From an optimization exercise on the open Yosys and OpenROAD flow, aimed at small area, a short achievable clock period and few clock cycles per item; shortcuts taken in it are not production practice.
In this exercise RTL edits were held to simulation tests only and were not proved equivalent to the original.

===== flow/design.v =====
package rsa_pkg;
  localparam int OPERAND_WIDTH = 32;
  localparam int EXP_BITS = 16;
  localparam int ACC_WIDTH = OPERAND_WIDTH + 1;
  localparam logic [1:0] OP_NOP = 2'd0;
  localparam logic [1:0] OP_EXP = 2'd1;
  localparam logic [2:0] PARAM_MODULUS = 3'd0;
  localparam logic [2:0] PARAM_R_MOD_N = 3'd1;
  localparam logic [2:0] PARAM_BASE = 3'd2;
  localparam logic [2:0] PARAM_R2_MOD_N = 3'd3;
  localparam logic [2:0] PARAM_EXPONENT = 3'd4;
endpackage
`timescale 1ns/1ps
module csa_row #(
  parameter int W = 8
) (
  input  logic [W-1:0] x,
  input  logic [W-1:0] y,
  input  logic [W-1:0] z,
  output logic [W-1:0] s,
  output logic [W-1:0] c
);
  assign s = x ^ y ^ z;
  assign c = {(x[W-2:0] & y[W-2:0]) | (x[W-2:0] & z[W-2:0]) | (y[W-2:0] & z[W-2:0]), 1'b0};
endmodule
import rsa_pkg::*;
module mont_digit (
  input  logic [ACC_WIDTH-1:0]     s_q,
  input  logic [ACC_WIDTH-1:0]     c_q,
  input  logic [1:0]               a_bits,
  input  logic [OPERAND_WIDTH-1:0] b,
  input  logic [OPERAND_WIDTH-1:0] modulus,
  output logic [ACC_WIDTH-1:0]     s_nxt,
  output logic [ACC_WIDTH-1:0]     c_nxt
);
  localparam int TW = ACC_WIDTH + 1;   
  logic [TW-1:0] s_in, c_in;
  logic [TW-1:0] pp0, pp1, mm0, mm1;
  logic [TW-1:0] xs1, xc1, xs2, xc2, xs3, xc3, xs4, xc4;
  logic [TW-1:0] hs, hc;
  logic          q0, q1;
  logic          w_mid;
  assign s_in = TW'(s_q);
  assign c_in = TW'(c_q);
  assign q0    = s_q[0] ^ c_q[0] ^ (a_bits[0] & b[0]);
  assign w_mid = (s_q[0] | c_q[0] | (a_bits[0] & b[0])) &
                 ~(s_q[0] & c_q[0] & a_bits[0] & b[0]);
  assign q1    = s_q[1] ^ c_q[1] ^ (a_bits[0] & b[1]) ^ (q0 & modulus[1]) ^ w_mid ^
                 (a_bits[1] & b[0]);
  assign pp0 = a_bits[0] ? TW'(b)       : '0;
  assign pp1 = a_bits[1] ? TW'(b)       : '0;
  assign mm0 = q0        ? TW'(modulus) : '0;
  assign mm1 = q1        ? TW'(modulus) : '0;
  csa_row #(.W(TW)) row1 (.x(s_in), .y(c_in), .z(pp0), .s(xs1), .c(xc1));
  csa_row #(.W(TW)) row2 (.x(xs1), .y(xc1), .z(mm0), .s(xs2), .c(xc2));
  assign hs = {1'b0, xs2[TW-1:1]};
  assign hc = {1'b0, xc2[TW-1:1]};
  csa_row #(.W(TW)) row3 (.x(hs), .y(hc), .z(pp1), .s(xs3), .c(xc3));
  csa_row #(.W(TW)) row4 (.x(xs3), .y(xc3), .z(mm1), .s(xs4), .c(xc4));
  assign s_nxt = xs4[TW-1:1];
  assign c_nxt = xc4[TW-1:1];
endmodule
`timescale 1ns/1ps
import rsa_pkg::*;
module rsa_top (
  input  logic                     clk,
  input  logic                     resetn,
  input  logic                     param_valid,
  input  logic [2:0]               param_sel,
  input  logic [OPERAND_WIDTH-1:0] param_data,
  output logic                     param_ready,
  input  logic                     cmd_valid,
  input  logic [1:0]               cmd_op,
  output logic                     cmd_ready,
  output logic                     result_valid,
  output logic [OPERAND_WIDTH-1:0] result_data,
  input  logic                     result_ready,
  output logic                     busy
);
  logic                     param_fire;
  logic                     exp_fire;
  logic [OPERAND_WIDTH-1:0] modulus;
  logic [OPERAND_WIDTH-1:0] base;
  logic [OPERAND_WIDTH-1:0] r2_mod_n;
  logic [EXP_BITS-1:0]      exponent;
  logic                     exp_done;
  assign param_ready = ~busy;
  assign cmd_ready   = ~busy;
  assign param_fire  = param_valid & ~busy;
  assign exp_fire    = cmd_valid & ~busy & (cmd_op == OP_EXP);
  always_ff @(posedge clk) begin
    if (param_fire) begin
      case (param_sel)
        PARAM_MODULUS:  modulus  <= param_data;
        PARAM_BASE:     base     <= param_data;
        PARAM_R2_MOD_N: r2_mod_n <= param_data;
        PARAM_EXPONENT: exponent <= param_data[EXP_BITS-1:0];
        default: begin
        end
      endcase
    end
  end
  always_ff @(posedge clk) begin
    if (!resetn) begin
      busy         <= 1'b0;
      result_valid <= 1'b0;
    end else begin
      if (exp_fire) begin
        busy <= 1'b1;
      end else if (result_valid && result_ready) begin
        busy <= 1'b0;
      end
      if (exp_done) begin
        result_valid <= 1'b1;
      end else if (result_ready) begin
        result_valid <= 1'b0;
      end
    end
  end
  logic                     ph_init;
  logic                     ph_iter;
  logic                     ph_res;
  logic                     ph_sub;
  logic [3:0]               it_cnt;
  logic [4:0]               rnd;
  logic                     last_rnd;
  logic                     conv_rnd;
  logic                     e_bit;
  logic                     acc_take;
  logic                     mm_clear;
  assign last_rnd = (rnd == 5'd16);
  assign e_bit    = exponent[rnd[3:0] - 4'd1];
  assign acc_take = !conv_rnd && e_bit;
  assign exp_done = ph_sub & last_rnd;
  assign mm_clear = ph_init | ph_sub;
  always_ff @(posedge clk) begin
    if (!resetn) begin
      ph_init <= 1'b0;
      ph_iter <= 1'b0;
      ph_res  <= 1'b0;
      ph_sub  <= 1'b0;
    end else begin
      ph_init <= exp_fire;
      ph_res  <= ph_iter & (it_cnt == 4'd15);
      ph_sub  <= ph_res;
      if (ph_init | (ph_sub & ~last_rnd)) begin
        ph_iter <= 1'b1;
      end else if (it_cnt == 4'd15) begin
        ph_iter <= 1'b0;
      end
    end
  end
  always_ff @(posedge clk) begin
    if (ph_init) begin
      rnd      <= '0;
      conv_rnd <= 1'b1;
    end else if (ph_sub) begin
      rnd      <= rnd + 5'd1;
      conv_rnd <= 1'b0;
    end
    if (ph_iter) begin
      it_cnt <= it_cnt + 4'd1;
    end else begin
      it_cnt <= '0;
    end
  end
  logic [OPERAND_WIDTH-1:0] sq;
  logic [OPERAND_WIDTH-1:0] acc;
  logic [1:0]               a_bits;
  logic [1:0]               a_fetch;
  logic [OPERAND_WIDTH-1:0] a_src;
  logic [ACC_WIDTH:0]       sq_sum;
  logic [ACC_WIDTH:0]       acc_sum;
  logic [OPERAND_WIDTH-1:0] sq_red;
  logic [OPERAND_WIDTH-1:0] acc_red;
  logic [ACC_WIDTH-1:0]     sq_s, sq_c, acc_s, acc_c;
  logic [ACC_WIDTH-1:0]     sq_s_nxt, sq_c_nxt, acc_s_nxt, acc_c_nxt;
  logic [ACC_WIDTH-1:0]     neg_n;
  assign a_src   = conv_rnd ? base : sq;
  assign a_fetch = a_src[{it_cnt + 4'd1, 1'b0} +: 2];
  assign sq_red  = sq_sum[ACC_WIDTH]  ? sq_sum[OPERAND_WIDTH-1:0]  : sq_s[OPERAND_WIDTH-1:0];
  assign acc_red = acc_sum[ACC_WIDTH] ? acc_sum[OPERAND_WIDTH-1:0] : acc_s[OPERAND_WIDTH-1:0];
  always_ff @(posedge clk) begin
    if (ph_init) begin
      a_bits <= base[1:0];
    end else if (ph_sub) begin
      a_bits <= sq_red[1:0];
    end else begin
      a_bits <= a_fetch;
    end
  end
  always_ff @(posedge clk) begin
    if (ph_init) begin
      sq  <= r2_mod_n;
      acc <= {{(OPERAND_WIDTH-1){1'b0}}, |modulus[OPERAND_WIDTH-1:1]};
    end else if (ph_sub) begin
      sq <= sq_red;
      if (acc_take) begin
        acc <= acc_red;
      end
    end
  end
  assign result_data = acc;
  assign neg_n   = {1'b1, ~modulus[OPERAND_WIDTH-1:1], 1'b1};
  assign sq_sum  = {1'b0, sq_s} + {1'b0, sq_c};
  assign acc_sum = {1'b0, acc_s} + {1'b0, acc_c};
  mont_digit dig_sq (
    .s_q     (sq_s),
    .c_q     (sq_c),
    .a_bits  (a_bits),
    .b       (sq),
    .modulus (modulus),
    .s_nxt   (sq_s_nxt),
    .c_nxt   (sq_c_nxt)
  );
  mont_digit dig_acc (
    .s_q     (acc_s),
    .c_q     (acc_c),
    .a_bits  (a_bits),
    .b       (acc),
    .modulus (modulus),
    .s_nxt   (acc_s_nxt),
    .c_nxt   (acc_c_nxt)
  );
  always_ff @(posedge clk) begin
    if (mm_clear) begin
      sq_s  <= '0;
      sq_c  <= '0;
      acc_s <= '0;
      acc_c <= '0;
    end else if (ph_res) begin
      sq_s  <= sq_sum[ACC_WIDTH-1:0];
      sq_c  <= neg_n;
      acc_s <= acc_sum[ACC_WIDTH-1:0];
      acc_c <= neg_n;
    end else begin
      sq_s  <= sq_s_nxt;
      sq_c  <= sq_c_nxt;
      acc_s <= acc_s_nxt;
      acc_c <= acc_c_nxt;
    end
  end
endmodule

===== flow/constraint.sdc =====
create_clock -name core_clock -period 8.0 [get_ports {clk}]
set_input_delay 1.6000 -clock core_clock [delete_from_list [all_inputs] [get_ports {clk}]]
set_output_delay 1.6000 -clock core_clock [all_outputs]
set_load 0.01 [all_outputs]

===== flow/run.sh =====
#!/bin/bash
# synth_recipe.tcl (not shown) runs the flow's synth.tcl, then flattens the netlist and writes it again
# the make line also repeats each setting of config.mk as NAME=value (left out here)
make -C /OpenROAD-flow-scripts/flow DESIGN_CONFIG=/design/flow/config.mk WORK_HOME=/design/flow/orfs CLKGATE_MAP_FILE= SYNTH_SCRIPT=/design/flow/synth_recipe.tcl finish

===== flow/config.mk =====
export PLATFORM = sky130hd
export DESIGN_NAME = rsa_top
export DESIGN_NICKNAME = rsa_top
export VERILOG_FILES = /design/flow/design.v
export SDC_FILE = /design/flow/constraint.sdc
export NUM_CORES = 4
export LEC_CHECK = 0
export CAP_MARGIN = 20
export CORE_MARGIN = 2
export CORE_UTILIZATION = 40
export SETUP_SLACK_MARGIN = 4.6
export SLEW_MARGIN = 20
export SYNTH_HIERARCHICAL = 1

==> results of run 1 <==
==> metrics by stage <==
step           hold WS [ps]  util [%]  setup WS [ps]  instances
3_5_place_dp            471      43.1           3700       2910
3_3_place_gp            464      43.1           3760       2910
5_1_grt                 519      46.1           4600       2998
2_1_floorplan           443         -           4070       2157
4_1_cts                 482      45.7           4600       2990
6_report                473      46.1           4670       2999
==> final cells by class <==
type                            instances  area, um^2  share of cell area (%)
Multi-Input combinational cell       1687       15600                    57.4
Sequential cell                       326        7990                    29.4
Timing Repair Buffer                  110        1170                    4.31
Clock buffer                           54        1150                    4.25
Tap cell                              773         967                    3.56
Clock inverter                         17         178                   0.654
Inverter                               31         116                   0.429
Antenna cell                            1        2.50                 0.00922
==> layer usage <==
metal	global-route usage (%)	up-vias
li1	-	7527
met1	30.2	8373
met2	34.3	489
met3	3.07	84
met4	5.81	0
met5	0	-
==> sequential cells by signal, summed over array words and instances, names as in the netlist, 33 cells and up <==
| name | count |
|---|---|
| acc_c | 33 |
| sq_c | 33 |
| acc_s | 33 |
| sq_s | 33 |
==> worst min path at each step <==
stage | start | end | slack, ps | depth (start not counted)
after floorplan | ph_iter | ph_res | 440 | 2
after CTS | ph_iter | ph_res | 480 | 2
after global placement | ph_iter | ph_res | 460 | 2
final | ph_iter | ph_res | 470 | 2
after detailed placement | ph_iter | ph_res | 470 | 2
after global routing | ph_iter | ph_res | 520 | 2
==> critical path: stages, from the launching register on <==
cell and delay, ps:
dfxtp_1 340, ha_1 390, a21o_1 220, a211oi_2 340
a21o_1 210, a31oi_4 80, o211ai_2 260, o211ai_2 130
o21ai_4 130, buf_12 220, mux2_1 430, mux2_2 290
==> what timing repair did <==
action | in CTS | in global routing
cloned | 3 | 2
resized for setup | 13 | 30
pin swaps | 5 | 4
setup endpoints to repair | 165 | 134
buffers inserted | 6 | 6
==> out/qor.yml, run 1 <==
synth:
  syn-cell-area_mm2: 0.0238
  synthCells: 2135
  yosysWarningCount: 7
  syn_area_per_cell_um2: 11.2
global_route:
  grt_pass1_vias: 17200
  grt_max_degree: 89
  grt_usage_pct: 21.3
  grt_overflow_total: 0
  grt_pass1_wl_um: 100000
  antenna_found_initial: 1
sta:
  finalHoldViolations: 0
  maxSlewViolCount: 0
  slew-limit-headroom_pct: 29.0
  rsz0062_at_grt: "yes"
  worst_pin_slew_ps: 1060
  setup_viol: 0
  fin_crit_sh_pct: 41.6
  fmax_mhz: 301
  period_needed_ps: 3330
  totalNegativeSetupSlack_ps: 0
  clock_skew_ps: 22.7
drt:
  wl_met2_um: 29900
  drc_errors: 0
  firstDrtPassIters: 5
  vias: 16500
  drt-met1-wl_um: 29300
  dr.first_iter.drc_count: 1163
  via_per_inst: 5.49
  maxUsedRoutingLayer: "met4"
  wl_um: 64400
  ant_nets: 0
  wl_met3_um: 3830
  wl_per_cell_um: 21.5
clock_tree:
  cts.clk_slew.worst_paths_ps: 60
  cts.htree.levels: 2
  cts_buffer_depth: 3
  clk_latency_ps: 560
  cts_sinks: 326
  root_buffer: "clkbuf_16"
  cts_tree: "yes"
  cts_buffers: 39
  cts_hold_buf: 0
setup_path:
  endpoint_kind: "flip-flop"
  arrival_ps: 3640
  r2r_setup_slack_ps: 4670
  critPathLaunch: "sq_s[10]"
  reg2reg_depth: 11
  worst_ep_required_time_ps: 8310
  crit_path_end: "sq[1]"
  cp_max_fo: 17
  cp-start-kind: "flip-flop"
  critPathKind: "reg2reg"
  r2r-start: "sq_s[10]"
  rr_endpoint: "sq[1]"
floorplan:
  row_count: 89
  die-area_mm2: 0.0615
  fp.dieW_um: 248
  boundaryPins: 78
  initial_core_util_pct: 40.5
  dieHeight_um: 248
  core_mm2: 0.0589
status:
  status: "finished clean"
min_path:
  hold_class: "reg2reg"
cells_and_area:
  area_delta_synth_final_pct: 13.9
  drive_above_1_share_pct: 11.3
  nFillCells: 5320
  mostFrequentLayoutCells: "266 x fa_1, 177 x dfxtp_1, 145 x edfxtp_1"
  nNetsFinal: 2576
  layout_commonest_cell: "fa_1"
  final_cell_area_mm2: 0.0272
flow_run:
  drv_cap: 0
placed_design:
  gp_congestion: 0.983
  port_buffers: 77
  place_area_mm2: 0.0254
  dp_hpwl_um: 45700
Testbench counts, summed over its fixed seeds: cycles 40,192, items 128.
==> inputs of run 2 (changes only) <==
--- a/flow/config.mk
+++ b/flow/config.mk
@@ -5,9 +5,10 @@
 export SDC_FILE = /design/flow/constraint.sdc
 export NUM_CORES = 4
 export LEC_CHECK = 0
+export ABC_AREA = 1
 export CAP_MARGIN = 20
 export CORE_MARGIN = 2
 export CORE_UTILIZATION = 40
-export SETUP_SLACK_MARGIN = 4.6
+export SETUP_SLACK_MARGIN = 4.8
 export SLEW_MARGIN = 20
 export SYNTH_HIERARCHICAL = 1
==> run 2 against run 1 <==
Net effect:
- utilization down 0.18 points
- sequential cell count unchanged
- critical path depth down 10
- count of clock-buffer cells in the layout down 2
- final area up 9.0%
- wire length up 23%
- die area up 9.1%
==> out/qor.yml, run 2 <==
clock_tree:
  cts_buffers: 39
  cts_hold_buf: 0
  clk_latency_ps: 590
  cts.clk_slew.worst_paths_ps: 60
  cts_buffer_depth: 3
  cts_tree: "yes"
  cts.htree.levels: 2
  root_buffer: "clkbuf_16"
  cts_sinks: 326
cells_and_area:
  drive_above_1_share_pct: 8.54
  final_cell_area_mm2: 0.0296
  layout_commonest_cell: "nand2_1"
  mostFrequentLayoutCells: "1016 x nand2_1, 560 x inv_1, 286 x nor2_1"
  diodes: 0
  nNetsFinal: 3831
  area_delta_synth_final_pct: 13.7
  multi_input_area_mm2: 0.0156
  utilization_pct: 45.9
  stdcell_count: 4333
  register_area_mm2: 0.00803
  nFillCells: 6403
setup_path:
  path_cells: "clkdlybuf4s50_1"
  critPathLaunch: "acc[31]"
  r2r-start: "a_bits[0]"
  critPathMaxStageDelay_ps: 580
  endpoint_kind: "primary output"
  arrival_ps: 1570
  critPathKind: "reg2out"
  rr_endpoint: "sq_s[2]"
  cp-start-kind: "flip-flop"
  cp_max_fo: 4
  reg2reg_depth: 12
  worst_ep_required_time_ps: 6400
  cp_top_family: "buffers and inverters"
  r2r_setup_slack_ps: 4830
  critPathSlowestCell: "clkdlybuf4s50_1"
  path_buf_inv: 1
global_route:
  grt_max_degree: 76
  grt_pass1_vias: 20800
  grt_overflow_total: 0
  grt_pass1_wl_um: 119000
  antenna_found_initial: 0
  grt_usage_pct: 22.7
sta:
  clock_skew_ps: 29.1
  totalNegativeSetupSlack_ps: 0
  worst_slack_ps: 4830
  fin_crit_sh_pct: 39.6
  rsz0062_at_grt: "yes"
  worst_pin_slew_ps: 914
  maxSlewViolCount: 0
  finalHoldViolations: 0
  slew-limit-headroom_pct: 39.1
  setup_viol: 0
  whs_ps: 444
  period_needed_ps: 3170
  fmax_mhz: 316
placed_design:
  place_ws_ps: 4330
  gp_congestion: 0.967
  place_area_mm2: 0.0276
  port_buffers: 77
  dpl.cell_count: 4239
  dp_hpwl_um: 58400
drt:
  vias: 21300
  drc_errors: 0
  wl_um: 79200
  firstDrtPassIters: 5
  dr.first_iter.drc_count: 1542
  via_per_inst: 4.91
  wl_per_cell_um: 18.3
  ant_nets: 0
floorplan:
  row_count: 93
  core_mm2: 0.0645
  initial_core_util_pct: 40.4
  boundaryPins: 78
  fp.dieW_um: 259
  die-area_mm2: 0.0672
  dieHeight_um: 259
synth:
  syn-cell-area_mm2: 0.0260
  yosysWarningCount: 7
  syn_area_per_cell_um2: 7.74
  synthCells: 3366
min_path:
  hold_class: "reg2reg"
  worstHoldEndpoint: "it_cnt[1]"
  holdPathStages: 2
  worstHoldStart: "ph_iter"
status:
  status: "finished clean"
flow_run:
  drv_cap: 0
-- run 2: cell count changes in the layout (fill, tap and decap cells not counted), sizes merged, moves of 29 or more --
| cell | change |
|---|---|
| nand2 | +948 |
| nand2b | -102 |
| nand3b | +54 |
| and2 | -134 |
| mux2i | -97 |
| nor2 | +225 |
| inv | +550 |
| nand3 | +156 |
| o21ai | -68 |
| a31oi | -38 |
| nor2b | -140 |
| or2 | +29 |
| o211ai | +45 |
-- run 2: area by class of cell --
type	count	area share [%]
Sequential cell	326	27.1
Clock buffer	52	3.66
Multi-Input combinational cell	2380	52.8
Inverter	583	7.41
Tap cell	855	3.61
Clock inverter	17	0.706
Timing Repair Buffer	120	4.65
-- run 2: how the worst max path moves through the flow --
| stage | end | slack (ps) | depth (start not counted) |
|---|---|---|---|
| CTS | result_data[16] | 4800 | 1 |
| floorplan | r2_mod_n[0] | 4480 | 2 |
| detailed placement | sq_s[2] | 4330 | 12 |
| finish | result_data[31] | 4830 | 1 |
| global placement | acc_s[1] | 4390 | 10 |
| global route | sq_s[12] | 4740 | 10 |
-- run 2: per-layer routing --
metal | vias to the layer above | global-route usage (%) | share of wire, %
met4 | 0 | 5.94 | 2.9
met3 | 109 | 2.80 | 5.4
li1 | 10500 | - | -
met2 | 568 | 35.5 | 45
met5 | - | 0 | 0
met1 | 10100 | 33.2 | 47
-- run 2: tightest hold or removal path: stages (launching register included) --
cell and delay (ps):
dfxtp_1 320, nand2_1 60, inv_1 30
-- run 2: repair_timing --
action | CTS | global route
pin swaps | 0 | 6
gates cloned | 0 | 15
gates resized for setup | 35 | 78
setup endpoints to repair | 152 | 110
setup buffers | 1 | 8
==> inputs of run 3 (changes only) <==
--- a/flow/config.mk
+++ b/flow/config.mk
@@ -5,10 +5,11 @@
 export SDC_FILE = /design/flow/constraint.sdc
 export NUM_CORES = 4
 export LEC_CHECK = 0
-export ABC_AREA = 1
 export CAP_MARGIN = 20
 export CORE_MARGIN = 2
 export CORE_UTILIZATION = 40
+export CTS_CLUSTER_DIAMETER = 100
+export CTS_CLUSTER_SIZE = 30
 export SETUP_SLACK_MARGIN = 4.8
 export SLEW_MARGIN = 20
 export SYNTH_HIERARCHICAL = 1
==> run 3 against run 2 <==
Net effect:
- maximum frequency is 0.36% lower
- utilization is 0.086 points lower
- non-clock buffer count is 11 higher
- setup slack worse by 11 ps
- wire length is 17% lower
- clock skew is 6.0 ps higher
- largest cell class unchanged
==> out/qor.yml, run 3 <==
status:
  status: "finished clean"
sta:
  setup_viol: 0
  totalNegativeSetupSlack_ps: 0
  maxSlewViolCount: 0
  fmax_mhz: 314
  clock_skew_ps: 35.1
  worst_slack_ps: 4820
  worst_pin_slew_ps: 1070
  slew-limit-headroom_pct: 28.4
  period_needed_ps: 3180
  rsz0062_at_grt: "yes"
  fin_crit_sh_pct: 39.8
  finalHoldViolations: 0
floorplan:
  core_mm2: 0.0589
  fp.dieW_um: 248
  initial_core_util_pct: 40.5
  row_count: 89
  dieHeight_um: 248
  boundaryPins: 78
  die-area_mm2: 0.0615
clock_tree:
  cts_tree: "yes"
  cts.htree.levels: 1
  cts_buffer_depth: 3
  cts_buffers: 17
  clk_latency_ps: 570
  cts_sinks: 326
  root_buffer: "clkbuf_16"
  cts.clk_slew.worst_paths_ps: 120
drt:
  wl_um: 66000
  vias: 16400
  drc_errors: 0
  wl_per_cell_um: 22.2
  via_per_inst: 5.50
  ant_nets: 0
  firstDrtPassIters: 6
  dr.first_iter.drc_count: 1225
min_path:
  holdPathStages: 2
  hold_class: "reg2reg"
  worstHoldStart: "ph_iter"
global_route:
  grt_pass1_wl_um: 100000
  grt_max_degree: 89
  grt_usage_pct: 21.3
  grt_overflow_total: 0
  grt_pass1_vias: 17000
  antenna_found_initial: 2
placed_design:
  dp_hpwl_um: 45700
  port_buffers: 77
  place_ws_ps: 3700
  gp_congestion: 0.983
setup_path:
  worst_ep_required_time_ps: 8420
  critPathKind: "reg2reg"
  critPathLaunch: "a_bits[0]"
  reg2reg_depth: 10
  r2r_setup_slack_ps: 4820
  endpoint_kind: "flip-flop"
  cp-start-kind: "flip-flop"
  r2r-start: "a_bits[0]"
  cp_max_fo: 10
  arrival_ps: 3600
cells_and_area:
  utilization_pct: 45.8
  drive_above_1_share_pct: 13.9
  area_delta_synth_final_pct: 13.3
  nNetsFinal: 2575
  mostFrequentLayoutCells: "258 x fa_1, 153 x dfxtp_1, 145 x edfxtp_1"
  layout_commonest_cell: "fa_1"
synth:
  yosysWarningCount: 7
  synthCells: 2135
  syn_area_per_cell_um2: 11.2
  syn-cell-area_mm2: 0.0238
flow_run:
  drv_cap: 0
## run 3: critical path, cell delays in order (launching register included)
cell and delay, ps:
dfxtp_4 510, buf_12 200, nand2_8 100, xor2_4 210, buf_12 160, nor2b_1 160, fa_1 500, fa_1 540
fa_1 420, mux2i_1 140, nor2_1 60
## run 3: path summary, 6_finish.rpt
| kind | endpoint |
|---|---|
| hold / removal | ph_res |
| setup / recovery | sq_s[21] |
| hold reg to reg | ph_res |
| setup reg to reg | sq_s[21] |
## run 3: final cells by class
| cell class | count | area (um^2) |
|---|---|---|
| clock buffer | 20 | 437 |
| multi-input combinational | 1687 | 15900 |
| inverter | 31 | 116 |
| antenna | 1 | 2.50 |
| tap | 773 | 967 |
| timing repair buffer | 131 | 1420 |
| sequential | 326 | 8020 |
| fill | 5338 | 31900 |
| clock inverter | 10 | 165 |
## run 3: metrics by stage
stage / instance area [um^2] / std cells / hold WS, ps
CTS: 26400 / 2960 / 489
global route: 27000 / 2978 / 527
detailed placement: 25400 / 2910 / 471
global placement: 25400 / 2910 / 464
finish: 27000 / 2979 / 485
floorplan: 23900 / 2157 / 443
## run 3: layer usage
metal / vias up / global-route usage (%) / wire length (um)
li1: 7505 / - / -
met1: 8335 / 30.7 / 30100
met2: 476 / 34.6 / 31100
met3: 68 / 2.42 / 3550
met4: 0 / 4.97 / 1300
met5: - / 0 / 0
## run 3: timing repair
action                                  4_1_cts  5_1_grt
pin swaps                                     9       17
endpoints found under the setup margin      208      140
hold buffers                                  0        0
resized for setup                            54       93
setup buffers                                15       14
gates cloned                                  5        4
==> inputs of run 4 (changes only) <==
--- a/flow/config.mk
+++ b/flow/config.mk
@@ -5,6 +5,7 @@
 export SDC_FILE = /design/flow/constraint.sdc
 export NUM_CORES = 4
 export LEC_CHECK = 0
+export ABC_CLOCK_PERIOD_IN_PS = 2800
 export CAP_MARGIN = 20
 export CORE_MARGIN = 2
 export CORE_UTILIZATION = 40
==> run 4 against run 3 <==
Net effect:
- non-clock buffer count unchanged
- still clean
- wire length unchanged
- clock skew unchanged
- via count stayed put
==> out/qor.yml, run 4 <==
status:
  status: "finished clean"
floorplan:
  row_count: 89
  initial_core_util_pct: 40.5
  dieHeight_um: 248
  core_mm2: 0.0589
  fp.dieW_um: 248
  die-area_mm2: 0.0615
  boundaryPins: 78
drt:
  vias: 16400
  wl_um: 66000
  drc_errors: 0
  wl_per_cell_um: 22.2
  dr.first_iter.drc_count: 1225
  firstDrtPassIters: 6
  via_per_inst: 5.50
  ant_nets: 0
sta:
  rsz0062_at_grt: "yes"
  period_needed_ps: 3180
  totalNegativeSetupSlack_ps: 0
  clock_skew_ps: 35.1
  worst_pin_slew_ps: 1070
  slew-limit-headroom_pct: 28.4
  fin_crit_sh_pct: 39.8
  finalHoldViolations: 0
  maxSlewViolCount: 0
  fmax_mhz: 314
  worst_slack_ps: 4820
  setup_viol: 0
placed_design:
  place_ws_ps: 3700
  port_buffers: 77
  gp_congestion: 0.983
  place_area_mm2: 0.0254
  dp_hpwl_um: 45700
global_route:
  grt_pass1_wl_um: 100000
  grt_overflow_total: 0
  antenna_found_initial: 2
  grt_max_degree: 89
  grt_usage_pct: 21.3
  grt_pass1_vias: 17000
min_path:
  hold_class: "reg2reg"
  worstHoldStart: "ph_iter"
clock_tree:
  cts.clk_slew.worst_paths_ps: 120
  cts_buffer_depth: 3
  root_buffer: "clkbuf_16"
  cts_tree: "yes"
  cts_buffers: 17
  clk_latency_ps: 570
  cts_hold_buf: 0
  cts_sinks: 326
  cts.htree.levels: 1
setup_path:
  endpoint_kind: "flip-flop"
  critPathMaxStageDelay_ps: 540
  cp-start-kind: "flip-flop"
  path_cells: "buf_12 > nand2_8 > xor2_4 > buf_12 > nor2b_1 > fa_1 > fa_1 > fa_1 > mux2i_1 > nor2_1"
  critPathLaunch: "a_bits[0]"
  critPathKind: "reg2reg"
  critPathSlowestCell: "fa_1"
  r2r-start: "a_bits[0]"
  arrival_ps: 3600
  worst_ep_required_time_ps: 8420
  cp_max_fo: 10
  crit_top_cell: "fa_1"
cells_and_area:
  final_cell_area_mm2: 0.0270
  drive_above_1_share_pct: 13.9
  mostFrequentLayoutCells: "258 x fa_1, 153 x dfxtp_1, 145 x edfxtp_1"
  layout_commonest_cell: "fa_1"
  nNetsFinal: 2575
  utilization_pct: 45.8
  area_delta_synth_final_pct: 13.3
synth:
  synthCells: 2135
  syn_area_per_cell_um2: 11.2
  yosysWarningCount: 7
  syn-cell-area_mm2: 0.0238
flow_run:
  drv_cap: 0
run 4: metal layers:
layer | GRT usage, % | vias to the layer above | wire length (um)
met5 | 0 | - | 0
met4 | 4.97 | 0 | 1300
met3 | 2.42 | 68 | 3550
met2 | 34.6 | 476 | 31100
met1 | 30.7 | 8335 | 30100
li1 | - | 7505 | -
run 4: through the flow:
step	hold WS (ps)	cells
3_5_place_dp	471	2910
5_1_grt	527	2978
3_3_place_gp	464	2910
2_1_floorplan	443	2157
6_report	485	2979
4_1_cts	489	2960
run 4: timing repair:
action	4_1_cts	5_1_grt
pin swaps	9	17
buffers inserted	15	14
endpoints found under the setup margin	208	140
gates cloned	5	4
gates resized for setup	54	93
run 4: layout make-up:
cell class / count / area, um^2
multi-input cells: 1687 / 15900
repair buffers: 131 / 1420
flip-flops and latches: 326 / 8020
fillers: 5338 / 31900
diodes: 1 / 2.50
clock inverters: 10 / 165
clock buffers: 20 / 437
well taps: 773 / 967
inverters: 31 / 116
run 4: final timing paths:
path	to	slack, ps	depth (start not counted)
worst max-delay path	sq_s[21]	4820	10
worst min-delay path	ph_res	490	2
worst max register to register	sq_s[21]	4820	10
worst min register to register	ph_res	490	2
run 4: worst max-delay path, delay by kind of cell, from the launching register on:
family / cells / cell delay (ps)
and+or+nand+nor: 3 / 320
muxes: 1 / 140
adders and majority gates: 3 / 1460
DFF: 1 / 510
xor gates and xnor gates: 1 / 210
buffers and inverters: 2 / 360
==> inputs of run 5 (changes only) <==
==> flow/config.mk (replaced) <==
export PLATFORM = sky130hd
export DESIGN_NAME = rsa_top
export DESIGN_NICKNAME = rsa_top
export VERILOG_FILES = /design/flow/design.v
export SDC_FILE = /design/flow/constraint.sdc
export NUM_CORES = 4
export LEC_CHECK = 0
export CAP_MARGIN = 20
export CORE_MARGIN = 2
export CORE_UTILIZATION = 40
export CTS_CLUSTER_DIAMETER = 100
export CTS_CLUSTER_SIZE = 30
export SETUP_SLACK_MARGIN = 5
export SLEW_MARGIN = 20
export SYNTH_HIERARCHICAL = 1
==> run 5 against run 4 <==
Net effect:
- final area increased by 5.0%
- hold slack got worse by 24 ps
- non-clock buffer count increased by 30
- die area unchanged
- synthesized cell count unchanged
- highest routed layer unchanged
- register-to-register slack got worse by 90 ps
==> out/qor.yml, run 5 <==
cells_and_area:
  nNetsFinal: 2606
  area_delta_synth_final_pct: 18.9
  mostFrequentLayoutCells: "160 x fa_2, 145 x edfxtp_1, 124 x dfxtp_1"
  diodes: 0
  final_cell_area_mm2: 0.0283
  layout_commonest_cell: "fa_2"
  drive_above_1_share_pct: 28.3
floorplan:
  boundaryPins: 78
  row_count: 89
  die-area_mm2: 0.0615
  dieHeight_um: 248
  core_mm2: 0.0589
  fp.dieW_um: 248
  initial_core_util_pct: 40.5
placed_design:
  port_buffers: 77
  gp_congestion: 0.987
  place_area_mm2: 0.0254
  dp_hpwl_um: 45200
  place_ws_ps: 3710
setup_path:
  reg2reg_depth: 10
  rr_endpoint: "sq_s[2]"
  critPathKind: "reg2reg"
  r2r-start: "a_bits[0]"
  cp_top_family: "adder cells"
  critPathSlowestCell: "fa_2"
  cp_max_fo: 8
  arrival_ps: 3720
  endpoint_kind: "flip-flop"
  r2r_setup_slack_ps: 4730
  critPathMaxStageDelay_ps: 550
  crit_top_cell: "fa_2"
  worst_ep_required_time_ps: 8450
  path_buf_inv: 3
  cp-start-kind: "flip-flop"
  path_cells: "buf_12 > buf_6 > buf_8 > and2_4 > fa_2 > fa_2 > fa_2 > fa_2 > mux2i_1 > nor2_1"
drt:
  drc_errors: 0
  wl_per_cell_um: 22.7
  firstDrtPassIters: 5
  ant_nets: 0
  vias: 16700
  wl_um: 68300
  dr.first_iter.drc_count: 1313
  via_per_inst: 5.54
sta:
  clock_skew_ps: 29.6
  period_needed_ps: 3270
  totalNegativeSetupSlack_ps: 0
  setup_viol: 0
  fin_crit_sh_pct: 40.8
  worst_slack_ps: 4730
  maxSlewViolCount: 0
  finalHoldViolations: 0
  fmax_mhz: 306
  slew-limit-headroom_pct: 36.4
  worst_pin_slew_ps: 949
  rsz0062_at_grt: "yes"
status:
  status: "finished clean"
clock_tree:
  cts_buffer_depth: 3
  cts_hold_buf: 0
  cts_buffers: 17
  cts_tree: "yes"
  cts_sinks: 326
  root_buffer: "clkbuf_16"
  clk_latency_ps: 570
  cts.clk_slew.worst_paths_ps: 120
  cts.htree.levels: 1
min_path:
  hold_class: "reg2reg"
  worstHoldStart: "busy"
  holdPathStages: 1
  worstHoldEndpoint: "ph_init"
global_route:
  antenna_found_initial: 2
  grt_max_degree: 87
  grt_overflow_total: 0
  grt_pass1_vias: 16900
  grt_pass1_wl_um: 103000
  grt_usage_pct: 21.9
flow_run:
  drv_cap: 0
synth:
  synthCells: 2135
  yosysWarningCount: 7
  syn-cell-area_mm2: 0.0238
  syn_area_per_cell_um2: 11.2
run 5: cell types whose count changed in the layout (fill, tap and decap cells not counted), moves of 12 or more:
cell and delta:
and2_1 -40, and2_4 +40, buf_4 +17, clkdlybuf4s50_1 -29, dfxtp_1 -29, dfxtp_2 +22, dlygate4sd2_1 +31, fa_1 -152
fa_2 +152, ha_1 -12, nor2b_1 -25, nor2b_4 +23
run 5: layout make-up:
cell class	count	area, um^2
fill	5172	30600
tap	773	967
sequential	326	8080
inverter	31	116
timing repair buffer	161	1730
multi-input combinational	1688	16900
clock buffer	19	433
clock inverter	11	130
run 5: per-layer routing:
metal	part of all wire, %	up-vias	track usage, %
li1	-	7567	-
met1	46	8486	32.3
met2	47	517	34.9
met3	4.9	97	1.97
met4	2.6	0	5.23
met5	0	-	0
run 5: timing repair:
action | 4_1_cts | 5_1_grt
pin swaps | 67 | 92
setup endpoints to repair | 250 | 263
cloned | 8 | 6
gates resized for setup | 271 | 255
setup buffers | 37 | 21
run 5: how the worst max path moves through the flow:
stage | cells after the start | slack [ps] | end | start
6_report | 10 | 4730 | sq_s[2] | a_bits[0]
5_1_grt | 10 | 4680 | sq_s[11] | a_bits[0]
4_1_cts | 9 | 4760 | acc_s[19] | a_bits[0]
3_5_place_dp | 9 | 3710 | acc_s[22] | a_bits[0]
3_3_place_gp | 9 | 3730 | sq_s[21] | a_bits[0]
2_1_floorplan | 1 | 4830 | modulus[0] | param_sel[1]
run 5: through the flow:
| step | hold slack, ps | utilization [%] | instances |
|---|---|---|---|
| after floorplan | 443 | - | 2157 |
| after global placement | 464 | 43.1 | 2907 |
| after detailed placement | 474 | 43.1 | 2907 |
| after CTS | 504 | 46.2 | 2982 |
| after global routing | 492 | 48.1 | 3009 |
| final | 461 | 48.1 | 3009 |
==> inputs of run 6 (changes only) <==
--- a/flow/config.mk
+++ b/flow/config.mk
@@ -7,9 +7,9 @@
 export LEC_CHECK = 0
 export CAP_MARGIN = 20
 export CORE_MARGIN = 2
-export CORE_UTILIZATION = 40
+export CORE_UTILIZATION = 55
 export CTS_CLUSTER_DIAMETER = 100
 export CTS_CLUSTER_SIZE = 30
-export SETUP_SLACK_MARGIN = 5
+export SETUP_SLACK_MARGIN = 4.8
 export SLEW_MARGIN = 20
 export SYNTH_HIERARCHICAL = 1
==> run 6 against run 5 <==
Net effect:
- still clean
- die area is 27% lower
- wire length is 6.8% lower
- final area is 6.2% lower
- critical path type is now reg2out
==> out/qor.yml, run 6 <==
clock_tree:
  cts.htree.levels: 1
  cts_sinks: 326
  cts_buffer_depth: 3
  root_buffer: "clkbuf_16"
  cts_buffers: 17
  cts_tree: "yes"
  clk_latency_ps: 570
  cts_hold_buf: 0
  cts.clk_slew.worst_paths_ps: 120
synth:
  syn-cell-area_mm2: 0.0238
  synthCells: 2135
  yosysWarningCount: 7
  syn_area_per_cell_um2: 11.2
setup_path:
  critPathKind: "reg2out"
  r2r-start: "sq_s[0]"
  cp_max_fo: 4
  worst_ep_required_time_ps: 6400
  cp-start-kind: "flip-flop"
  path_buf_inv: 1
  critPathMaxStageDelay_ps: 580
  critPathLaunch: "acc[10]"
  r2r_setup_slack_ps: 4850
  rr_endpoint: "sq[30]"
  path_cells: "clkdlybuf4s50_1"
  arrival_ps: 1550
  reg2reg_depth: 11
  critPathSlowestCell: "clkdlybuf4s50_1"
  endpoint_kind: "primary output"
  cp_top_family: "buffers and inverters"
sta:
  slew-limit-headroom_pct: 36.5
  setup_viol: 0
  maxSlewViolCount: 0
  fin_crit_sh_pct: 39.4
  finalHoldViolations: 0
  worst_pin_slew_ps: 948
  clock_skew_ps: 29.7
  period_needed_ps: 3150
  totalNegativeSetupSlack_ps: 0
  fmax_mhz: 317
  worst_slack_ps: 4850
  rsz0062_at_grt: "yes"
floorplan:
  dieHeight_um: 212
  boundaryPins: 78
  die-area_mm2: 0.0450
  initial_core_util_pct: 55.6
  row_count: 76
  fp.dieW_um: 212
  core_mm2: 0.0429
drt:
  dr.first_iter.drc_count: 1323
  drc_errors: 0
  ant_nets: 0
  firstDrtPassIters: 5
  via_per_inst: 5.90
  wl_um: 63600
  wl_per_cell_um: 22.7
  vias: 16500
placed_design:
  port_buffers: 77
  gp_congestion: 0.957
  dp_hpwl_um: 45200
  place_ws_ps: 4020
global_route:
  grt_overflow_total: 0
  grtUsageMet3_pct: 4.12
  use_met2_pct: 44.2
  antenna_found_initial: 0
  grt_max_degree: 71
  busiest_layer: "met1"
  grt_usage_pct: 29.3
  grt_pass1_vias: 16900
  grt_pass1_wl_um: 99500
  grt_use_met1_pct: 45.3
min_path:
  worstHoldStart: "ph_iter"
  holdPathStages: 2
  worstHoldEndpoint: "ph_res"
  hold_class: "reg2reg"
flow_run:
  drv_cap: 0
cells_and_area:
  mostFrequentLayoutCells: "260 x fa_1, 162 x dfxtp_1, 145 x edfxtp_1"
  layout_commonest_cell: "fa_1"
  drive_above_1_share_pct: 12.8
  nFillCells: 3565
  multi_input_area_mm2: 0.0157
  register_area_mm2: 0.00802
  area_delta_synth_final_pct: 11.5
  nNetsFinal: 2581
status:
  status: "finished clean"
==> run 6: timing repair <==
| item | 4_1_cts | 5_1_grt |
|---|---|---|
| gates resized for setup | 47 | 61 |
| setup buffers | 21 | 18 |
| setup endpoints to repair | 185 | 145 |
| pin swaps | 14 | 18 |
| gates cloned | 3 | 1 |
==> run 6: through the flow <==
step           instances  cell area [um^2]  hold WS (ps)  util [%]
2_1_floorplan       2157             23900           443         -
5_1_grt             2796             26600           518      62.0
3_5_place_dp        2723             25200           468      58.7
6_report            2797             26600           489      62.0
3_3_place_gp        2723             25200           465      58.7
4_1_cts             2777             26200           485      61.1
==> run 6: area by class of cell <==
type                    count  area share [%]
clock buffers              21            1.66
well taps                 585            2.75
flip-flops and latches    326            30.2
inverters                  31           0.438
repair buffers            138            5.33
diodes                      1         0.00942
multi-input cells        1686            59.2
clock inverters             9           0.428
==> run 6: layer usage <==
| metal | share of wire, % | up-vias |
|---|---|---|
| met4 | 2.0 | 0 |
| met5 | 0 | - |
| met1 | 47 | 8394 |
| met2 | 44 | 533 |
| li1 | - | 7515 |
| met3 | 6.8 | 68 |
==> run 6: worst max path at each step <==
stage | end | slack, ps | depth (start not counted)
floorplan | modulus[0] | 4070 | 1
global placement | acc_s[17] | 4130 | 8
detailed placement | acc_s[22] | 4020 | 8
CTS | sq[1] | 4800 | 11
global route | sq_s[0] | 4730 | 9
finish | result_data[10] | 4850 | 1
==> inputs of run 7 (changes only) <==
--- a/flow/config.mk
+++ b/flow/config.mk
@@ -7,7 +7,7 @@
 export LEC_CHECK = 0
 export CAP_MARGIN = 20
 export CORE_MARGIN = 2
-export CORE_UTILIZATION = 55
+export CORE_UTILIZATION = 65
 export CTS_CLUSTER_DIAMETER = 100
 export CTS_CLUSTER_SIZE = 30
 export SETUP_SLACK_MARGIN = 4.8
==> run 7 against run 6 <==
Net effect:
- largest cell class unchanged
- register-to-register slack worse by 20 ps
- hold slack worse by 9.1 ps
- still clean
- setup slack worse by 18 ps
- sequential cell count unchanged
- die area fell by 15%
- sequential share of layout area hardly changed
- utilization grew 11 points
- wire length decreased by 1.5%
==> out/qor.yml, run 7 <==
placed_design:
  place_area_mm2: 0.0250
  gp_congestion: 0.971
  dpl.cell_count: 2605
  dp_hpwl_um: 43500
  port_buffers: 77
  place_ws_ps: 3740
floorplan:
  die-area_mm2: 0.0382
  row_count: 70
  dieHeight_um: 195
  core_mm2: 0.0363
  initial_core_util_pct: 65.6
  fp.dieW_um: 195
  boundaryPins: 78
sta:
  worst_pin_slew_ps: 1090
  fin_crit_sh_pct: 39.6
  rsz0062_at_grt: "yes"
  finalHoldViolations: 0
  setup_viol: 0
  clock_skew_ps: 28.0
  worst_slack_ps: 4830
  slew-limit-headroom_pct: 27.4
  maxSlewViolCount: 0
  totalNegativeSetupSlack_ps: 0
  period_needed_ps: 3170
  fmax_mhz: 315
cells_and_area:
  area_delta_synth_final_pct: 11.6
  nFillCells: 2593
  layout_commonest_cell: "fa_1"
  mostFrequentLayoutCells: "247 x fa_1, 160 x dfxtp_1, 145 x edfxtp_1"
  final_cell_area_mm2: 0.0266
  drive_above_1_share_pct: 13.6
  stdcell_count: 2676
  nNetsFinal: 2577
  utilization_pct: 73.2
setup_path:
  arrival_ps: 3440
  worst_ep_required_time_ps: 8270
  path_cells: "ha_4 > fa_2 > a21o_1 > a221o_2 > o2111ai_4 > o311ai_4 > and3_1 > o32ai_2 > xnor2_1 > mux2i_1 > o21ai_1"
  r2r_setup_slack_ps: 4830
  crit_path_end: "sq[30]"
  reg2reg_depth: 11
  critPathKind: "reg2reg"
  rr_endpoint: "sq[30]"
  critPathLaunch: "sq_s[0]"
  r2r-start: "sq_s[0]"
  endpoint_kind: "flip-flop"
  critPathSlowestCell: "a221o_2"
  cp_max_fo: 5
  critPathMaxStageDelay_ps: 420
  cp-start-kind: "flip-flop"
drt:
  wl_um: 62700
  drc_errors: 0
  dr.first_iter.drc_count: 1456
  via_per_inst: 6.28
  wl_per_cell_um: 23.4
  ant_nets: 0
  vias: 16800
  firstDrtPassIters: 7
clock_tree:
  cts_buffer_depth: 3
  root_buffer: "clkbuf_16"
  cts.clk_slew.worst_paths_ps: 120
  clk_latency_ps: 550
  cts_sinks: 326
  cts_hold_buf: 0
  cts.htree.levels: 1
  cts_tree: "yes"
  cts_buffers: 17
flow_run:
  drv_cap: 0
global_route:
  grt_pass1_vias: 17200
  grt_usage_pct: 33.3
  grt_pass1_wl_um: 97600
  antenna_found_initial: 0
  grt_overflow_total: 0
  grt_max_degree: 89
synth:
  synthCells: 2135
  yosysWarningCount: 7
  syn-cell-area_mm2: 0.0238
  syn_area_per_cell_um2: 11.2
status:
  status: "finished clean"
min_path:
  hold_class: "reg2reg"
[run 7: changes by cell type in the layout (fill, tap and decap cells not counted), moves of 3 or more]
cell	previous run	this run
nor2b_1	79	70
ha_2	4	0
buf_8	4	1
buf_4	42	35
ha_1	66	63
ha_4	3	10
fa_2	6	19
nor2b_2	61	70
fa_1	260	247
dfxtp_2	13	16
[run 7: worst max-delay path, delay by kind of cell, from the launching register on]
kind	cells	cell delay, ps
AOI/OAI and AO/OA	6	1360
xor gates and xnor gates	1	130
adders and majority gates	2	540
DFF	1	390
muxes	1	230
and+or+nand+nor	1	220
[run 7: through the flow]
stage | hold slack, ps
4_1_cts | 481
3_5_place_dp | 474
6_report | 480
5_1_grt | 495
2_1_floorplan | 443
3_3_place_gp | 453
[run 7: timing repair]
| action | CTS | global route |
|---|---|---|
| gates resized for setup | 49 | 87 |
| setup buffers | 13 | 19 |
| gates cloned | 5 | 3 |
| setup endpoints to repair | 218 | 118 |
| pin swaps | 11 | 25 |
[run 7: per-layer routing]
| layer | track usage, % | vias up | routed length [um] |
|---|---|---|---|
| met1 | 50.0 | 8421 | 26900 |
| met5 | 0 | - | 0 |
| met4 | 8.17 | 0 | 1500 |
| met2 | 51.9 | 788 | 28700 |
| met3 | 4.39 | 104 | 5590 |
| li1 | - | 7502 | - |
[run 7: layout make-up]
| class | count | area, um^2 | area share [%] |
|---|---|---|---|
| antenna | 1 | 2.50 | 0.00941 |
| clock buffer | 21 | 440 | 1.66 |
| clock inverter | 9 | 145 | 0.546 |
| inverter | 31 | 118 | 0.442 |
| multi-input combinational | 1687 | 15900 | 59.6 |
| sequential | 326 | 8020 | 30.1 |
| tap | 468 | 586 | 2.20 |
| timing repair buffer | 133 | 1420 | 5.35 |
[run 7: worst min-delay path by stage]
stage	from	to	cells past startpoint
floorplan	ph_iter	ph_res	2
global placement	ph_iter	ph_res	2
detailed placement	ph_iter	ph_res	2
CTS	ph_iter	ph_res	2
global route	ph_iter	ph_res	2
finish	ph_iter	ph_res	2
==> inputs of run 8 (changes only) <==
--- a/flow/config.mk
+++ b/flow/config.mk
@@ -7,7 +7,7 @@
 export LEC_CHECK = 0
 export CAP_MARGIN = 20
 export CORE_MARGIN = 2
-export CORE_UTILIZATION = 65
+export CORE_UTILIZATION = 72
 export CTS_CLUSTER_DIAMETER = 100
 export CTS_CLUSTER_SIZE = 30
 export SETUP_SLACK_MARGIN = 4.8
==> run 8 against run 7 <==
Net effect:
- still clean on timing, DRC and antenna
- non-clock buffer count is 5 lower
- sequential share of layout area is 0.32 points higher
- critical path depth is 3 lower
- final area is 1.1% lower
- sequential cell count stayed put
- hold slack better by 5.8 ps
- maximum frequency is 0.98% lower
- clock skew is 10 ps lower
- via count is 2.1% higher
- critical path type unchanged
- critical endpoint is now acc_s[22]
==> out/qor.yml, run 8 <==
cells_and_area:
  mostFrequentLayoutCells: "265 x fa_1, 165 x dfxtp_1, 145 x edfxtp_1"
  nNetsFinal: 2571
  layout_commonest_cell: "fa_1"
  final_cell_area_mm2: 0.0263
  drive_above_1_share_pct: 11.9
  nFillCells: 2053
  area_delta_synth_final_pct: 10.3
synth:
  yosysWarningCount: 7
  syn_area_per_cell_um2: 11.2
  synthCells: 2135
  syn-cell-area_mm2: 0.0238
sta:
  slew-limit-headroom_pct: 40.8
  worst_slack_ps: 4800
  fin_crit_sh_pct: 40.0
  finalHoldViolations: 0
  rsz0062_at_grt: "yes"
  totalNegativeSetupSlack_ps: 0
  period_needed_ps: 3200
  fmax_mhz: 312
  maxSlewViolCount: 0
  clock_skew_ps: 17.9
  worst_pin_slew_ps: 887
  setup_viol: 0
global_route:
  antenna_found_initial: 2
  grt_overflow_total: 0
  grt_usage_pct: 36.9
  grt_pass1_vias: 17400
  grt_max_degree: 73
  grt_pass1_wl_um: 96200
drt:
  firstDrtPassIters: 5
  drc_errors: 0
  wl_per_cell_um: 23.5
  via_per_inst: 6.50
  wl_um: 62100
  vias: 17200
  dr.first_iter.drc_count: 1753
  ant_nets: 0
placed_design:
  dp_hpwl_um: 42900
  gp_congestion: 0.961
  port_buffers: 77
  place_area_mm2: 0.0250
  place_ws_ps: 3770
min_path:
  hold_class: "reg2reg"
setup_path:
  cp_max_fo: 8
  critPathKind: "reg2reg"
  critPathMaxStageDelay_ps: 520
  cp-start-kind: "flip-flop"
  worst_ep_required_time_ps: 8440
  crit_top_cell: "fa_1"
  path_cells: "buf_12 > and2_1 > fa_1 > fa_1 > fa_1 > fa_1 > nor2_1 > a211oi_1"
  cp_top_family: "adder cells"
  r2r_setup_slack_ps: 4800
  endpoint_kind: "flip-flop"
  critPathSlowestCell: "fa_1"
  path_buf_inv: 1
  arrival_ps: 3640
status:
  status: "finished clean"
floorplan:
  boundaryPins: 78
  initial_core_util_pct: 73.2
  row_count: 66
  die-area_mm2: 0.0346
  dieHeight_um: 186
  fp.dieW_um: 186
  core_mm2: 0.0325
clock_tree:
  cts_sinks: 326
  cts_hold_buf: 0
  root_buffer: "clkbuf_16"
  cts.htree.levels: 1
  cts_buffer_depth: 3
  clk_latency_ps: 540
  cts_tree: "yes"
  cts_buffers: 16
  cts.clk_slew.worst_paths_ps: 110
flow_run:
  drv_cap: 0
run 8: changes by cell type in the layout (fill, tap and decap cells not counted), moves of 4 or more:
cell	change
dfxtp_1	+5
dfxtp_2	-5
fa_1	+18
fa_2	-18
ha_2	+4
ha_4	-4
run 8: what timing repair did:
action / in CTS / in global routing
setup endpoints to repair: 198 / 138
resized for setup: 40 / 57
setup buffers: 15 / 12
gates cloned: 5 / 2
pin swaps: 9 / 14
run 8: path summary, 6_finish.rpt:
check,from,endpoint,depth (start not counted)
max,a_bits[0],acc_s[22],8
min,ph_iter,ph_res,2
max reg2reg,a_bits[0],acc_s[22],8
min reg2reg,ph_iter,ph_res,2
run 8: layout make-up:
class                           count  area [um^2]  share of cell area (%)
Multi-Input combinational cell   1687        15700                    59.8
Clock buffer                       21          462                    1.76
Tap cell                          442          553                    2.10
Clock inverter                      7         77.6                   0.295
Inverter                           31          116                   0.442
Sequential cell                   326         8010                    30.5
Antenna cell                        2         5.00                  0.0190
Timing Repair Buffer              128         1350                    5.14
run 8: layer usage:
metal | part of all wire [%] | vias to the layer above | GRT usage (%)
li1 | - | 7481 | -
met1 | 40 | 8594 | 53.1
met2 | 46 | 958 | 57.5
met3 | 11 | 141 | 7.02
met4 | 3.3 | 0 | 11.9
met5 | 0 | - | 0
run 8: worst reg2reg max path: stages (launching register included):
cell and delay (ps):
dfxtp_4 480, buf_12 200, and2_1 170, fa_1 470, fa_1 530, fa_1 420
fa_1 490, nor2_1 50, a211oi_1 300
run 8: through the flow:
stage | hold WS [ps] | instances | util, %
after detailed placement | 470 | 2580 | 76.8
after floorplan | 443 | 2157 | -
final | 486 | 2644 | 80.8
after global placement | 458 | 2580 | 76.8
after global routing | 519 | 2642 | 80.8
after CTS | 486 | 2628 | 79.7
==> inputs of run 9 (changes only) <==
--- a/flow/config.mk
+++ b/flow/config.mk
@@ -7,9 +7,9 @@
 export LEC_CHECK = 0
 export CAP_MARGIN = 20
 export CORE_MARGIN = 2
-export CORE_UTILIZATION = 72
-export CTS_CLUSTER_DIAMETER = 100
-export CTS_CLUSTER_SIZE = 30
+export CORE_UTILIZATION = 40
+export CTS_CLUSTER_DIAMETER = 80
+export CTS_CLUSTER_SIZE = 24
 export SETUP_SLACK_MARGIN = 4.8
 export SLEW_MARGIN = 20
 export SYNTH_HIERARCHICAL = 1
==> run 9 against run 8 <==
Net effect:
- die area rose by 78%
- wire length rose by 6.0%
- clock skew rose by 5.1 ps
- utilization fell by 35 points
- non-clock buffer count fell by 2
- setup slack improved by 17 ps
- register-to-register slack improved by 20 ps
- global-route usage fell by 15 points
- critical path depth did not move
==> out/qor.yml, run 9 <==
status:
  status: "finished clean"
clock_tree:
  cts_buffers: 26
  root_buffer: "clkbuf_16"
  cts.htree.levels: 1
  cts_sinks: 326
  clk_latency_ps: 590
  cts_tree: "yes"
  cts_buffer_depth: 3
  cts_hold_buf: 0
  cts.clk_slew.worst_paths_ps: 90
drt:
  wl_um: 65900
  firstDrtPassIters: 5
  drc_errors: 0
  wl_per_cell_um: 22.0
  ant_nets: 0
  dr.first_iter.drc_count: 1127
  via_per_inst: 5.47
  vias: 16400
setup_path:
  reg2reg_depth: 8
  rr_endpoint: "sq_s[21]"
  cp-start-kind: "flip-flop"
  r2r_setup_slack_ps: 4810
  critPathKind: "reg2reg"
  cp_max_fo: 16
  arrival_ps: 3630
  r2r-start: "a_bits[0]"
  worst_ep_required_time_ps: 8440
  endpoint_kind: "flip-flop"
sta:
  fmax_mhz: 314
  rsz0062_at_grt: "yes"
  maxSlewViolCount: 0
  worst_pin_slew_ps: 1100
  worst_slack_ps: 4810
  period_needed_ps: 3190
  fin_crit_sh_pct: 39.8
  clock_skew_ps: 23.0
  totalNegativeSetupSlack_ps: 0
  finalHoldViolations: 0
  whs_ps: 481
  slew-limit-headroom_pct: 26.6
  setup_viol: 0
cells_and_area:
  register_area_mm2: 0.00803
  multi_input_area_mm2: 0.0158
  area_delta_synth_final_pct: 14.5
  nFillCells: 5284
  layout_commonest_cell: "fa_1"
  mostFrequentLayoutCells: "258 x fa_1, 149 x dfxtp_1, 145 x edfxtp_1"
  drive_above_1_share_pct: 14.1
  nNetsFinal: 2579
synth:
  syn-cell-area_mm2: 0.0238
  yosysWarningCount: 7
  synthCells: 2135
  syn_area_per_cell_um2: 11.2
placed_design:
  port_buffers: 77
  gp_congestion: 0.983
  dp_hpwl_um: 45700
  place_ws_ps: 3700
global_route:
  grt_pass1_wl_um: 101000
  grt_pass1_vias: 17100
  grt_overflow_total: 0
  antenna_found_initial: 2
  grt_usage_pct: 21.5
  grt_max_degree: 89
floorplan:
  boundaryPins: 78
  initial_core_util_pct: 40.5
  core_mm2: 0.0589
  die-area_mm2: 0.0615
  dieHeight_um: 248
  row_count: 89
  fp.dieW_um: 248
min_path:
  holdPathStages: 2
  worstHoldStart: "ph_iter"
  hold_class: "reg2reg"
  worstHoldEndpoint: "ph_res"
flow_run:
  drv_cap: 0
==> run 9: cell types whose count changed in the layout (fill, tap and decap cells not counted), moves of 7 or more <==
cell / before / now
dfxtp_2: 11 / 28
dfxtp_1: 165 / 149
clkbuf_16: 20 / 31
clkdlybuf4s50_1: 75 / 64
dlymetal6s2s_1: 1 / 8
fa_1: 265 / 258
fa_2: 1 / 8
nor2b_1: 71 / 64
nor2b_2: 69 / 76
==> run 9: area by class of cell <==
cell class | count | area share, %
Sequential cell | 326 | 29.4
Clock buffer | 29 | 2.50
Antenna cell | 3 | 0.0275
Clock inverter | 18 | 0.949
Multi-Input combinational cell | 1687 | 58.0
Inverter | 31 | 0.427
Tap cell | 773 | 3.55
Timing Repair Buffer | 126 | 5.14
==> run 9: metrics by stage <==
| stage | std cells | util (%) | area [um^2] |
|---|---|---|---|
| after floorplan | 2157 | - | 23900 |
| after global placement | 2910 | 43.1 | 25400 |
| after CTS | 2975 | 45.4 | 26800 |
| after detailed placement | 2910 | 43.1 | 25400 |
| final | 2993 | 46.3 | 27300 |
| after global routing | 2991 | 46.3 | 27300 |
==> run 9: timing repair <==
action	4_1_cts	5_1_grt
gates resized for setup	64	78
cloned	5	4
endpoints found under the hold margin	0	0
setup buffers	13	11
setup endpoints to repair	219	121
pin swaps	12	17
==> run 9: critical path, cell delays in order, from the launching register on <==
cell,delay [ps]
dfxtp_4,420
clkbuf_16,220
and2_1,170
fa_1,460
fa_1,650
fa_1,470
fa_1,450
mux2i_1,140
nor2_1,60
==> run 9: per-layer routing <==
metal | vias up | part of all wire [%] | track usage [%]
met3 | 75 | 5.0 | 2.42
met4 | 0 | 1.9 | 4.55
met5 | - | 0 | 0
met2 | 436 | 47 | 35.4
li1 | 7524 | - | -
met1 | 8328 | 46 | 30.6
==> run 9: worst max-delay path by stage <==
stage | start | endpoint | slack (ps) | cells after the start
6_report | a_bits[0] | sq_s[21] | 4810 | 8
5_1_grt | acc_s[14] | acc[30] | 4750 | 10
4_1_cts | acc[3] | result_data[3] | 4800 | 1
3_5_place_dp | a_bits[0] | sq_s[21] | 3700 | 9
3_3_place_gp | a_bits[0] | acc_s[4] | 3760 | 9
2_1_floorplan | param_sel[0] | modulus[0] | 4070 | 1
==> inputs of run 10 (changes only) <==
--- a/flow/config.mk
+++ b/flow/config.mk
@@ -8,8 +8,6 @@
 export CAP_MARGIN = 20
 export CORE_MARGIN = 2
 export CORE_UTILIZATION = 40
-export CTS_CLUSTER_DIAMETER = 80
-export CTS_CLUSTER_SIZE = 24
 export SETUP_SLACK_MARGIN = 4.8
 export SLEW_MARGIN = 20
 export SYNTH_HIERARCHICAL = 1
==> run 10 against run 9 <==
Net effect:
- critical path type unchanged
- still clean
- count of clock-buffer cells in the layout grew 25
- register-to-register slack hardly changed
- synthesized area unchanged
- largest cell class unchanged
- synthesized cell count unchanged
==> out/qor.yml, run 10 <==
status:
  status: "finished clean"
cells_and_area:
  drive_above_1_share_pct: 14.7
  nNetsFinal: 2604
  nFillCells: 5273
  stdcell_count: 3027
  register_area_mm2: 0.00801
  multi_input_area_mm2: 0.0158
  area_delta_synth_final_pct: 16.2
  mostFrequentLayoutCells: "251 x fa_1, 160 x dfxtp_1, 145 x edfxtp_1"
  layout_commonest_cell: "fa_1"
setup_path:
  endpoint_kind: "flip-flop"
  critPathKind: "reg2reg"
  path_cells: "buf_12 > clkbuf_16 > and2_1 > fa_1 > fa_1 > fa_1 > fa_1 > mux2i_1 > nor2_1"
  cp_top_family: "adder cells"
  cp-start-kind: "flip-flop"
  critPathMaxStageDelay_ps: 530
  worst_ep_required_time_ps: 8420
  critPathSlowestCell: "fa_1"
  crit_top_cell: "fa_1"
  path_buf_inv: 2
  cp_max_fo: 16
  arrival_ps: 3600
synth:
  yosysWarningCount: 7
  synthCells: 2135
  syn-cell-area_mm2: 0.0238
  syn_area_per_cell_um2: 11.2
floorplan:
  die-area_mm2: 0.0615
  fp.dieW_um: 248
  row_count: 89
  initial_core_util_pct: 40.5
  boundaryPins: 78
  core_mm2: 0.0589
  dieHeight_um: 248
drt:
  dr.first_iter.drc_count: 1155
  firstDrtPassIters: 6
  wl_um: 65900
  wl_per_cell_um: 21.8
  drc_errors: 0
  vias: 16600
  ant_nets: 0
  via_per_inst: 5.49
sta:
  period_needed_ps: 3180
  maxSlewViolCount: 0
  slew-limit-headroom_pct: 29.6
  fmax_mhz: 314
  fin_crit_sh_pct: 39.7
  rsz0062_at_grt: "yes"
  finalHoldViolations: 0
  setup_viol: 0
  worst_slack_ps: 4820
  whs_ps: 473
  clock_skew_ps: 20.4
  worst_pin_slew_ps: 1060
  totalNegativeSetupSlack_ps: 0
global_route:
  grt_usage_pct: 21.7
  grt_overflow_total: 0
  grt_pass1_wl_um: 101000
  grt_max_degree: 89
  antenna_found_initial: 0
  grt_pass1_vias: 17200
clock_tree:
  root_buffer: "clkbuf_16"
  cts_hold_buf: 0
  cts_tree: "yes"
  cts_buffers: 39
  cts_buffer_depth: 3
  cts.clk_slew.worst_paths_ps: 60
  clk_latency_ps: 560
  cts.htree.levels: 2
  cts_sinks: 326
min_path:
  hold_class: "reg2reg"
placed_design:
  place_ws_ps: 3700
  port_buffers: 77
  dpl.cell_count: 2910
  gp_congestion: 0.983
  dp_hpwl_um: 45700
flow_run:
  drv_cap: 0
run 10: area by class of cell:
| type | instances | share of cell area, % |
|---|---|---|
| multi-input combinational | 1687 | 57.1 |
| sequential | 326 | 28.9 |
| timing repair buffer | 138 | 5.29 |
| clock buffer | 54 | 4.17 |
| tap | 773 | 3.49 |
| clock inverter | 17 | 0.641 |
| inverter | 31 | 0.420 |
| antenna | 1 | 0.00903 |
run 10: worst paths after layout:
| kind | from | end | slack (ps) | cells past startpoint |
|---|---|---|---|---|
| setup / recovery | a_bits[0] | sq_s[22] | 4820 | 9 |
| hold / removal | ph_iter | ph_res | 470 | 2 |
| setup reg to reg | a_bits[0] | sq_s[22] | 4820 | 9 |
| hold reg to reg | ph_iter | ph_res | 470 | 2 |
run 10: worst register-to-register path, delay by kind of cell (launching register included):
| kind | cells | cell delay (ps) |
|---|---|---|
| multiplexers | 1 | 130 |
| buffers and inverters | 2 | 340 |
| flip-flops | 1 | 360 |
| AND/OR/NAND/NOR | 2 | 220 |
| adder cells (fa/ha/maj) | 4 | 1990 |
run 10: timing repair:
action | in CTS | in global routing
endpoints found under the setup margin | 203 | 124
gates cloned | 5 | 2
setup buffers | 12 | 26
pin swaps | 12 | 17
gates resized for setup | 48 | 72
run 10: layer usage:
layer | up-vias | share of wire (%) | GRT usage (%)
met5 | - | 0 | 0
met4 | 0 | 2.7 | 5.60
met3 | 95 | 5.6 | 3.19
met2 | 512 | 47 | 35.2
met1 | 8422 | 45 | 30.5
li1 | 7582 | - | -
run 10: stage by stage:
stage	area, um^2	util, %
after global placement	25400	43.1
after floorplan	23900	-
after CTS	27200	46.1
after global routing	27700	47.0
final	27700	47.0
after detailed placement	25400	43.1

separate check: timing with driven ports:
The results above use ideal ports. As a check the final layouts listed here were re-extracted and re-timed, cells and wires unchanged.
Step 1 sets driving cells, clkbuf_16 on the clock port and buf_2 on the other inputs (assumed; they add their load-dependent delay and slew).
Step 2, shift: input delay + t, output delay - t, t = (earliest + latest rising clock arrival at the registers) / 2. This alone moves slack from input paths to output paths.
Slacks: no drivers / after step 1 / after step 2; pairs: no drivers / after step 1.
run | shift t [ns] | slack for setup (ns) | worst hold slack (ns) | worst setup path at the end
run 1 | 0.611 | 4.672 / 4.652 / 4.536 | 0.473 / 0.473 / 0.473 | input to register
run 2 | 0.629 | 4.831 / 4.772 / 4.607 | 0.444 / 0.444 / 0.444 | input to register
run 3 | 0.607 | 4.819 / 4.786 / 4.551 | 0.485 / 0.485 / 0.485 | input to register
run 4 | 0.607 | 4.819 / 4.786 / 4.551 | 0.485 / 0.485 / 0.485 | input to register
run 5 | 0.609 | 4.733 / 4.733 / 4.486 | 0.461 / 0.461 / 0.461 | input to register
run 6 | 0.611 | 4.847 / 4.787 / 4.563 | 0.489 / 0.489 / 0.489 | input to register
run 7 | 0.595 | 4.830 / 4.785 / 4.535 | 0.480 / 0.480 / 0.480 | input to register
run 8 | 0.587 | 4.798 / 4.776 / 4.460 | 0.486 / 0.486 / 0.486 | input to register
run 9 | 0.643 | 4.815 / 4.786 / 4.559 | 0.481 / 0.481 / 0.481 | input to register
run 10 | 0.611 | 4.820 / 4.795 / 4.535 | 0.473 / 0.473 / 0.473 | input to register
After both steps setup and hold are still met in every run listed. For run 8, which loses most, drivers alone change the setup slack by -0.022 ns; drivers and shift together by -0.338 ns.
